This design comes from an exercise in tuning for small area, a short achievable clock period and few clock cycles per item on the open sky130 flow, not from production work.
At most, simulation tests tie the RTL to the original design; equivalence was not proved.
Power figures rest on the tool's default switching activity, not on a simulated workload.

==> build 49 <==
// joystick_mouse_button_qualifier_unit
module joystick_mouse_button_qualifier_unit (
    input  logic                                i_clk,
    input  logic                                i_rst_n,
    input  logic                                s_axis_tvalid,
    output logic                                s_axis_tready,
    input  logic [jmbq_pkg::IN_TDATA_W-1:0]     s_axis_tdata,
    output logic                                m_axis_tvalid,
    input  logic                                m_axis_tready,
    output logic [jmbq_pkg::OUT_TDATA_W-1:0]    m_axis_tdata,
    input  logic                                i_cfg_we,
    input  logic [jmbq_pkg::CFG_IDX_W-1:0]      i_cfg_idx,
    input  logic [jmbq_pkg::CFG_DATA_W-1:0]     i_cfg_wdata
);
clock: 10.0 ns
lec_check: 0
cap_margin: 20
core_margin: 2
core_utilization: 40
cts_cluster_diameter: 132
cts_cluster_size: 28
slew_margin: 20
standard.sh (not shown) runs the stock make flow with config.mk's settings and CLKGATE_MAP_FILE= SYNTH_SCRIPT=/design/flow/synth_recipe.tcl, a recipe that flattens the netlist after the stock synthesis.
==> flow/flow/run.sh <==
#!/bin/bash
# Standard synthesis and layout (the standard.sh, unchanged scripts); the
# only difference from the standard flow's own layout is a larger setup slack margin for
# ORFS's repair_timing steps, so that repair keeps improving paths past the
# point where they meet the (unchanged) 10 ns constraint.
set -euo pipefail
cd "$(dirname "$0")/.."
MARGIN=$(cat flow/margin.txt)
bash standard.sh synth > synth_make.log 2>&1
bash standard.sh SETUP_SLACK_MARGIN=$MARGIN finish > layout_make.log 2>&1
==> flow/flow/margin.txt <==
6.55
==> trial 33 (differences from build 49) <==
--- a/flow/design.v
+++ b/flow/design.v
@@ -62,13 +62,12 @@
     localparam int SW = jmbq_pkg::SAMPLE_W;
     localparam int KW = jmbq_pkg::KEYS_W;
     localparam int PW = jmbq_pkg::SPEED_W;
     localparam int DW = jmbq_pkg::DZ_W;
     localparam int HW = jmbq_pkg::MS_W;
     localparam int AW = 19;
-    localparam int MW = 32;
     localparam int BRW = 10;
     logic [SW-1:0] r_center_x, r_center_y;
     logic [DW-1:0] r_deadzone;
     logic [PW-1:0] r_top_speed;
     logic [HW-1:0] r_debounce_ms, r_long_press_ms;
     always_ff @(posedge i_clk) begin
@@ -186,76 +185,64 @@
         end
     end
     always_ff @(posedge i_clk) begin
         if (!r_press_valid) r_press_start <= r_now;
     end
     logic [SW-1:0]  r_div;
-    logic [11:0]    w_booth, r_booth_x, r_booth_yn;
+    logic [11:0]    r_booth;
     logic [8:0]     w_sp_ext;
     assign w_sp_ext = {1'b0, r_top_speed, 1'b0};
-    always_comb begin
+    always_ff @(posedge i_clk) begin
+        r_div <= 12'd2048 - {1'b0, r_deadzone};
         for (int i = 0; i < 4; i++) begin
-            w_booth[3*i+2] = w_sp_ext[2*i+2];
-            w_booth[3*i+1] = (w_sp_ext[2*i+2] && !w_sp_ext[2*i+1] && !w_sp_ext[2*i]) ||
-                             (!w_sp_ext[2*i+2] && w_sp_ext[2*i+1] && w_sp_ext[2*i]);
-            w_booth[3*i]   = w_sp_ext[2*i+1] ^ w_sp_ext[2*i];
+            r_booth[3*i+2] <= w_sp_ext[2*i+2];
+            r_booth[3*i+1] <= (w_sp_ext[2*i+2] && !w_sp_ext[2*i+1] && !w_sp_ext[2*i]) ||
+                              (!w_sp_ext[2*i+2] && w_sp_ext[2*i+1] && w_sp_ext[2*i]);
+            r_booth[3*i]   <= w_sp_ext[2*i+1] ^ w_sp_ext[2*i];
         end
     end
-    always_ff @(posedge i_clk) begin
-        r_div      <= 12'd2048 - {1'b0, r_deadzone};
-        r_booth_x  <= w_booth;
-        r_booth_yn <= ~w_booth;
-    end
     logic [SW:0] w_dx, w_dy;
     assign w_dx = {1'b0, s_axis_tdata[jmbq_pkg::IN_SX_LSB +: SW]} - {1'b0, r_center_x};
     assign w_dy = {1'b0, s_axis_tdata[jmbq_pkg::IN_SY_LSB +: SW]} - {1'b0, r_center_y};
-    function automatic logic [AW-1:0] f_mag(input logic [SW:0] d);
-        logic [SW-1:0] mag;
-        mag = d[SW] ? SW'(-d) : d[SW-1:0];
-        f_mag = {!d[SW], 5'b0, mag[SW-1], mag};
-    endfunction
-    function automatic logic [AW-1:0] f_zone(input logic [AW-1:0] a, input logic [DW-1:0] dz,
+    function automatic logic [AW-1:0] f_zone(input logic [SW:0] d, input logic [DW-1:0] dz,
                                              input logic [SW-1:0] dv);
+        logic [SW-1:0] mag;
         logic [SW:0]   e;
         logic [SW-1:0] m;
-        e = {1'b0, a[SW-1:0]} - {2'b0, dz};
-        if (a[SW])                   m = dv;
+        mag = d[SW] ? SW'(-d) : d[SW-1:0];
+        e   = {1'b0, mag} - {2'b0, dz};
+        if (mag[SW-1])               m = dv;
         else if (e[SW] || e == '0)   m = '0;
         else                         m = e[SW-1:0];
-        f_zone = {a[AW-1], 6'b0, m};
+        f_zone = {!d[SW], 6'b0, m};
     endfunction
-    function automatic logic [MW-1:0] f_mul(input logic [AW-1:0] a, input logic [11:0] bd);
+    function automatic logic [AW-1:0] f_mul(input logic [AW-1:0] a, input logic [11:0] bd);
         logic [17:0] row [4];
         logic [13:0] m;
         logic [17:0] ext, s1, c1, s2, c2;
-        logic [6:0]  lo;
         for (int i = 0; i < 4; i++) begin
             m = bd[3*i] ? {2'b0, a[SW-1:0]} : bd[3*i+1] ? {1'b0, a[SW-1:0], 1'b0} : 14'd0;
             if (bd[3*i+2]) m = ~m;
             ext = {{4{m[13]}}, m};
             row[i] = ext << (2 * i);
             if (i > 0) row[i][2*i-2] = bd[3*(i-1)+2];
         end
         s1 = row[0] ^ row[1] ^ row[2];
         c1 = ((row[0] & row[1]) | (row[0] & row[2]) | (row[1] & row[2])) << 1;
         s2 = s1 ^ c1 ^ row[3];
         c2 = ((s1 & c1) | (s1 & row[3]) | (c1 & row[3])) << 1;
-        lo = {1'b0, s2[5:0]} + {1'b0, c2[5:0]};
-        f_mul = {a[AW-1], s2[17:6], c2[17:6], lo};
-    endfunction
-    function automatic logic [AW-1:0] f_sum(input logic [MW-1:0] a);
-        f_sum = {a[MW-1], a[30:19] + a[18:7] + {11'd0, a[6]}, a[5:0]};
+        f_mul = {a[AW-1], s2 + c2};
     endfunction
     function automatic logic [AW-1:0] f_div(input logic [AW-1:0] a, input logic [DW-1:0] dz);
         logic [SW-1:0] t;
         logic [SW:0]   s;
         t = a[17:6];
         s = {1'b0, t} + {2'b01, dz};
         f_div = {a[AW-1], s[SW] ? s[10:0] : t[10:0], a[5:0], s[SW]};
     endfunction
-    localparam int NST = 11;
+    localparam int NST = 9;
     logic           r_vs [1:NST-1];
     logic [BRW-1:0] r_bs [1:NST-1];
     logic [AW-1:0]  r_xs [1:NST-1];
     logic [AW-1:0]  r_ys [1:NST-1];
     logic [AW-1:0]  w_xs [1:NST-1];
     logic [AW-1:0]  w_ys [1:NST-1];
@@ -263,23 +250,18 @@
     always_ff @(posedge i_clk) begin
         if (r_en) begin
             r_dx <= w_dx;
             r_dy <= w_dy;
         end
     end
-    logic [MW-1:0]  r_mx, r_my;
     always_comb begin
-        w_xs[1] = f_mag(r_dx);
-        w_ys[1] = f_mag(r_dy);
-        w_xs[2] = f_zone(r_xs[1], r_deadzone, r_div);
-        w_ys[2] = f_zone(r_ys[1], r_deadzone, r_div);
-        w_xs[3] = '0;
-        w_ys[3] = '0;
-        w_xs[4] = f_sum(r_mx);
-        w_ys[4] = f_sum(r_my);
-        for (int k = 5; k < NST; k++) begin
+        w_xs[1] = f_zone(r_dx, r_deadzone, r_div);
+        w_ys[1] = f_zone(r_dy, r_deadzone, r_div);
+        w_xs[2] = f_mul(r_xs[1], r_booth);
+        w_ys[2] = f_mul(r_ys[1], r_booth);
+        for (int k = 3; k < NST; k++) begin
             w_xs[k] = f_div(r_xs[k-1], r_deadzone);
             w_ys[k] = f_div(r_ys[k-1], r_deadzone);
         end
     end
     always_ff @(posedge i_clk) begin
         if (!i_rst_n) begin
@@ -291,19 +273,15 @@
     end
     always_ff @(posedge i_clk) begin
         if (r_en) begin
             r_bs[1] <= {w_ups, w_downs, w_clicks};
             for (int k = 2; k < NST; k++) r_bs[k] <= r_bs[k-1];
             for (int k = 1; k < NST; k++) begin
-                if (k != 3) begin
-                    r_xs[k] <= w_xs[k];
-                    r_ys[k] <= w_ys[k];
-                end
+                r_xs[k] <= w_xs[k];
+                r_ys[k] <= w_ys[k];
             end
-            r_mx <= f_mul(r_xs[2], r_booth_x);
-            r_my <= f_mul(r_ys[2], ~r_booth_yn);
         end
     end
     function automatic logic [7:0] f_move(input logic [AW-1:0] pre, input logic [AW-1:0] post);
         logic [6:0] hi, nhi;
         logic       b0;
         hi  = {1'b0, pre[5:0]};
==> flow/flow/margin.txt (replaced) <==
6.7
--- a/flow/config.mk
+++ b/flow/config.mk
@@ -5,9 +5,7 @@
 export SDC_FILE = /design/flow/constraint.sdc
 export NUM_CORES = 4
 export LEC_CHECK = 0
 export CAP_MARGIN = 20
 export CORE_MARGIN = 2
 export CORE_UTILIZATION = 40
-export CTS_CLUSTER_DIAMETER = 132
-export CTS_CLUSTER_SIZE = 28
 export SLEW_MARGIN = 20
==> trial 61 (differences from build 49) <==
--- a/flow/design.v
+++ b/flow/design.v
@@ -62,13 +62,12 @@
     localparam int SW = jmbq_pkg::SAMPLE_W;
     localparam int KW = jmbq_pkg::KEYS_W;
     localparam int PW = jmbq_pkg::SPEED_W;
     localparam int DW = jmbq_pkg::DZ_W;
     localparam int HW = jmbq_pkg::MS_W;
     localparam int AW = 19;
-    localparam int MW = 32;
     localparam int BRW = 10;
     logic [SW-1:0] r_center_x, r_center_y;
     logic [DW-1:0] r_deadzone;
     logic [PW-1:0] r_top_speed;
     logic [HW-1:0] r_debounce_ms, r_long_press_ms;
     always_ff @(posedge i_clk) begin
@@ -205,57 +204,49 @@
         r_booth_x  <= w_booth;
         r_booth_yn <= ~w_booth;
     end
     logic [SW:0] w_dx, w_dy;
     assign w_dx = {1'b0, s_axis_tdata[jmbq_pkg::IN_SX_LSB +: SW]} - {1'b0, r_center_x};
     assign w_dy = {1'b0, s_axis_tdata[jmbq_pkg::IN_SY_LSB +: SW]} - {1'b0, r_center_y};
-    function automatic logic [AW-1:0] f_mag(input logic [SW:0] d);
-        logic [SW-1:0] mag;
-        mag = d[SW] ? SW'(-d) : d[SW-1:0];
-        f_mag = {!d[SW], 5'b0, mag[SW-1], mag};
-    endfunction
-    function automatic logic [AW-1:0] f_zone(input logic [AW-1:0] a, input logic [DW-1:0] dz,
+    function automatic logic [AW-1:0] f_zone(input logic [SW:0] d, input logic [DW-1:0] dz,
                                              input logic [SW-1:0] dv);
+        logic [SW-1:0] mag;
         logic [SW:0]   e;
         logic [SW-1:0] m;
-        e = {1'b0, a[SW-1:0]} - {2'b0, dz};
-        if (a[SW])                   m = dv;
+        mag = d[SW] ? SW'(-d) : d[SW-1:0];
+        e   = {1'b0, mag} - {2'b0, dz};
+        if (mag[SW-1])               m = dv;
         else if (e[SW] || e == '0)   m = '0;
         else                         m = e[SW-1:0];
-        f_zone = {a[AW-1], 6'b0, m};
+        f_zone = {!d[SW], 6'b0, m};
     endfunction
-    function automatic logic [MW-1:0] f_mul(input logic [AW-1:0] a, input logic [11:0] bd);
+    function automatic logic [AW-1:0] f_mul(input logic [AW-1:0] a, input logic [11:0] bd);
         logic [17:0] row [4];
         logic [13:0] m;
         logic [17:0] ext, s1, c1, s2, c2;
-        logic [6:0]  lo;
         for (int i = 0; i < 4; i++) begin
             m = bd[3*i] ? {2'b0, a[SW-1:0]} : bd[3*i+1] ? {1'b0, a[SW-1:0], 1'b0} : 14'd0;
             if (bd[3*i+2]) m = ~m;
             ext = {{4{m[13]}}, m};
             row[i] = ext << (2 * i);
             if (i > 0) row[i][2*i-2] = bd[3*(i-1)+2];
         end
         s1 = row[0] ^ row[1] ^ row[2];
         c1 = ((row[0] & row[1]) | (row[0] & row[2]) | (row[1] & row[2])) << 1;
         s2 = s1 ^ c1 ^ row[3];
         c2 = ((s1 & c1) | (s1 & row[3]) | (c1 & row[3])) << 1;
-        lo = {1'b0, s2[5:0]} + {1'b0, c2[5:0]};
-        f_mul = {a[AW-1], s2[17:6], c2[17:6], lo};
-    endfunction
-    function automatic logic [AW-1:0] f_sum(input logic [MW-1:0] a);
-        f_sum = {a[MW-1], a[30:19] + a[18:7] + {11'd0, a[6]}, a[5:0]};
+        f_mul = {a[AW-1], s2 + c2};
     endfunction
     function automatic logic [AW-1:0] f_div(input logic [AW-1:0] a, input logic [DW-1:0] dz);
         logic [SW-1:0] t;
         logic [SW:0]   s;
         t = a[17:6];
         s = {1'b0, t} + {2'b01, dz};
         f_div = {a[AW-1], s[SW] ? s[10:0] : t[10:0], a[5:0], s[SW]};
     endfunction
-    localparam int NST = 11;
+    localparam int NST = 9;
     logic           r_vs [1:NST-1];
     logic [BRW-1:0] r_bs [1:NST-1];
     logic [AW-1:0]  r_xs [1:NST-1];
     logic [AW-1:0]  r_ys [1:NST-1];
     logic [AW-1:0]  w_xs [1:NST-1];
     logic [AW-1:0]  w_ys [1:NST-1];
@@ -263,23 +254,18 @@
     always_ff @(posedge i_clk) begin
         if (r_en) begin
             r_dx <= w_dx;
             r_dy <= w_dy;
         end
     end
-    logic [MW-1:0]  r_mx, r_my;
     always_comb begin
-        w_xs[1] = f_mag(r_dx);
-        w_ys[1] = f_mag(r_dy);
-        w_xs[2] = f_zone(r_xs[1], r_deadzone, r_div);
-        w_ys[2] = f_zone(r_ys[1], r_deadzone, r_div);
-        w_xs[3] = '0;
-        w_ys[3] = '0;
-        w_xs[4] = f_sum(r_mx);
-        w_ys[4] = f_sum(r_my);
-        for (int k = 5; k < NST; k++) begin
+        w_xs[1] = f_zone(r_dx, r_deadzone, r_div);
+        w_ys[1] = f_zone(r_dy, r_deadzone, r_div);
+        w_xs[2] = f_mul(r_xs[1], r_booth_x);
+        w_ys[2] = f_mul(r_ys[1], ~r_booth_yn);
+        for (int k = 3; k < NST; k++) begin
             w_xs[k] = f_div(r_xs[k-1], r_deadzone);
             w_ys[k] = f_div(r_ys[k-1], r_deadzone);
         end
     end
     always_ff @(posedge i_clk) begin
         if (!i_rst_n) begin
@@ -291,19 +277,15 @@
     end
     always_ff @(posedge i_clk) begin
         if (r_en) begin
             r_bs[1] <= {w_ups, w_downs, w_clicks};
             for (int k = 2; k < NST; k++) r_bs[k] <= r_bs[k-1];
             for (int k = 1; k < NST; k++) begin
-                if (k != 3) begin
-                    r_xs[k] <= w_xs[k];
-                    r_ys[k] <= w_ys[k];
-                end
+                r_xs[k] <= w_xs[k];
+                r_ys[k] <= w_ys[k];
             end
-            r_mx <= f_mul(r_xs[2], r_booth_x);
-            r_my <= f_mul(r_ys[2], ~r_booth_yn);
         end
     end
     function automatic logic [7:0] f_move(input logic [AW-1:0] pre, input logic [AW-1:0] post);
         logic [6:0] hi, nhi;
         logic       b0;
         hi  = {1'b0, pre[5:0]};
==> flow/flow/margin.txt (replaced) <==
6.15
==> flow/config.mk (replaced) <==
export PLATFORM = sky130hd
export DESIGN_NAME = joystick_mouse_button_qualifier_unit
export DESIGN_NICKNAME = joystick_mouse_button_qualifier_unit
export VERILOG_FILES = /design/flow/design.v
export SDC_FILE = /design/flow/constraint.sdc
export NUM_CORES = 4
export LEC_CHECK = 0
export CAP_MARGIN = 20
export CORE_MARGIN = 2
export CORE_UTILIZATION = 60
export SLEW_MARGIN = 20
==> comparison <==
Between build 49 and trial 61, the lower clock power is in build 49 (gap about 40%, measured against trial 61).
Power: build 49 < trial 61 < trial 33.
Die area: build 49 > trial 33 > trial 61.
Sequential share of layout area, highest first: build 49, trial 61, trial 33.
Against trial 61, the clock skew of trial 33 is lower by 0.013 ns.
Final cell count: trial 61 < build 49 < trial 33.
Of trial 33 and trial 61, trial 33 has the higher combinational power (gap 13%, measured against trial 61).
Of trial 33 and trial 61, trial 61 has the higher worst hold slack (gap 0.0056 ns).
The highest first-iteration DRC count belongs to trial 33, the lowest to trial 61.
Via count, lowest first: trial 61, build 49, trial 33.
Worst setup slack: build 49 > trial 61 > trial 33.
==> figures <==
quantity                                                                               trial 61                 build 49                 trial 33
Wire length of the first global-routing pass                                          162000 µm                172000 µm                178000 µm
Share of the synthesized area in compound gates (AO/OA/AOI/OAI)                           9.96%                    9.26%                    11.7%
Internal power                                                                        0.00975 W                0.00842 W                 0.0102 W
Multiplexer fraction of the synthesized cell area                                         3.61%                    3.42%                    1.57%
DRT Wirelength                                                                        102000 µm                109000 µm                113000 µm
GRT met2 Usage                                                                            42.1%                    28.5%                    30.0%
Sequential group share of total power                                                     35.0%                    47.2%                    33.0%
Post-route setup slack                                                                  6.10 ns                  6.63 ns                  6.05 ns
Number of tapcells                                                                         1060                     1742                     1612
Peak per-stage delay on the critical path                                               0.52 ns                  0.44 ns                  0.53 ns
Run status                                                              complete, no violations  complete, no violations  complete, no violations
Switching portion of total power                                                          33.5%                    32.0%                    34.4%
Highest net fanout along the worst path                                                       4                        3                        6
Detailed-route wire length per cell                                                     18.3 µm                  17.6 µm                  18.0 µm
Flop+latch power                                                                      0.00514 W                0.00584 W                0.00514 W
Routed vias                                                                               31600                    31800                    32600
Post-synthesis share of cell area spent on and, or, nand and nor gates                    9.08%                    8.68%                    8.97%
Horizontal die dimension                                                                 289 µm                   365 µm                   352 µm
Site row count                                                                              104                      132                      127
Antenna violations before repair                                                              1                        0                        1
Total met2 wirelength after detailed routing                                           49400 µm                 53900 µm                 53400 µm
Die area                                                                              83800 µm²               133000 µm²               124000 µm²
Clock network latency to the later pin of the worst-skew pair                           0.67 ns                  0.65 ns                  0.66 ns
Testbench counts of build 49, summed over its fixed seeds: cycles 3,296, polls 3,200.
Testbench counts of trial 61, summed over its fixed seeds: cycles 3,280, polls 3,200.
The RTL of trial 33 was laid out without a check of its function.

## port drivers added, routing unchanged
In the flow no input, the clock included, has a driving cell. The finished layouts below were timed again as built, in two steps.
Step 1 (the two cells are an assumption about what drives the block):
set clk [get_ports {i_clk}]
set_driving_cell -lib_cell sky130_fd_sc_hd__clkbuf_16 $clk
set_driving_cell -lib_cell sky130_fd_sc_hd__buf_2 [delete_from_list [all_inputs] $clk]
Step 2 adds t to the input delays and takes it off the output delays; t is the mean of the earliest and latest rising clock arrival at the registers after step 1. Input paths then give back, and output paths get back, about the clock's delay inside the block.
Slacks: ideal / step 1 / step 2; pairs: ideal / step 1.
| run | t, ns | slack for setup (ns) | latest minus earliest clock arrival (ns) | worst slew at a driven data input, ns | cell pins on the clock port's net |
|---|---|---|---|---|---|
| build 49 | 0.703 | 6.633 / 6.580 / 5.959 | 0.077 / 0.077 | 0.11 | 1 |
| trial 33 | 0.723 | 6.055 / 6.055 / 5.949 | 0.031 / 0.030 | 0.07 | 1 |
| trial 61 | 0.714 | 6.100 / 6.100 / 5.607 | 0.044 / 0.044 | 0.09 | 1 |
After both steps setup and hold are still met in every run listed. The setup slack of build 49, which loses most, moves by -0.053 ns with the drivers and by -0.674 ns with both steps.
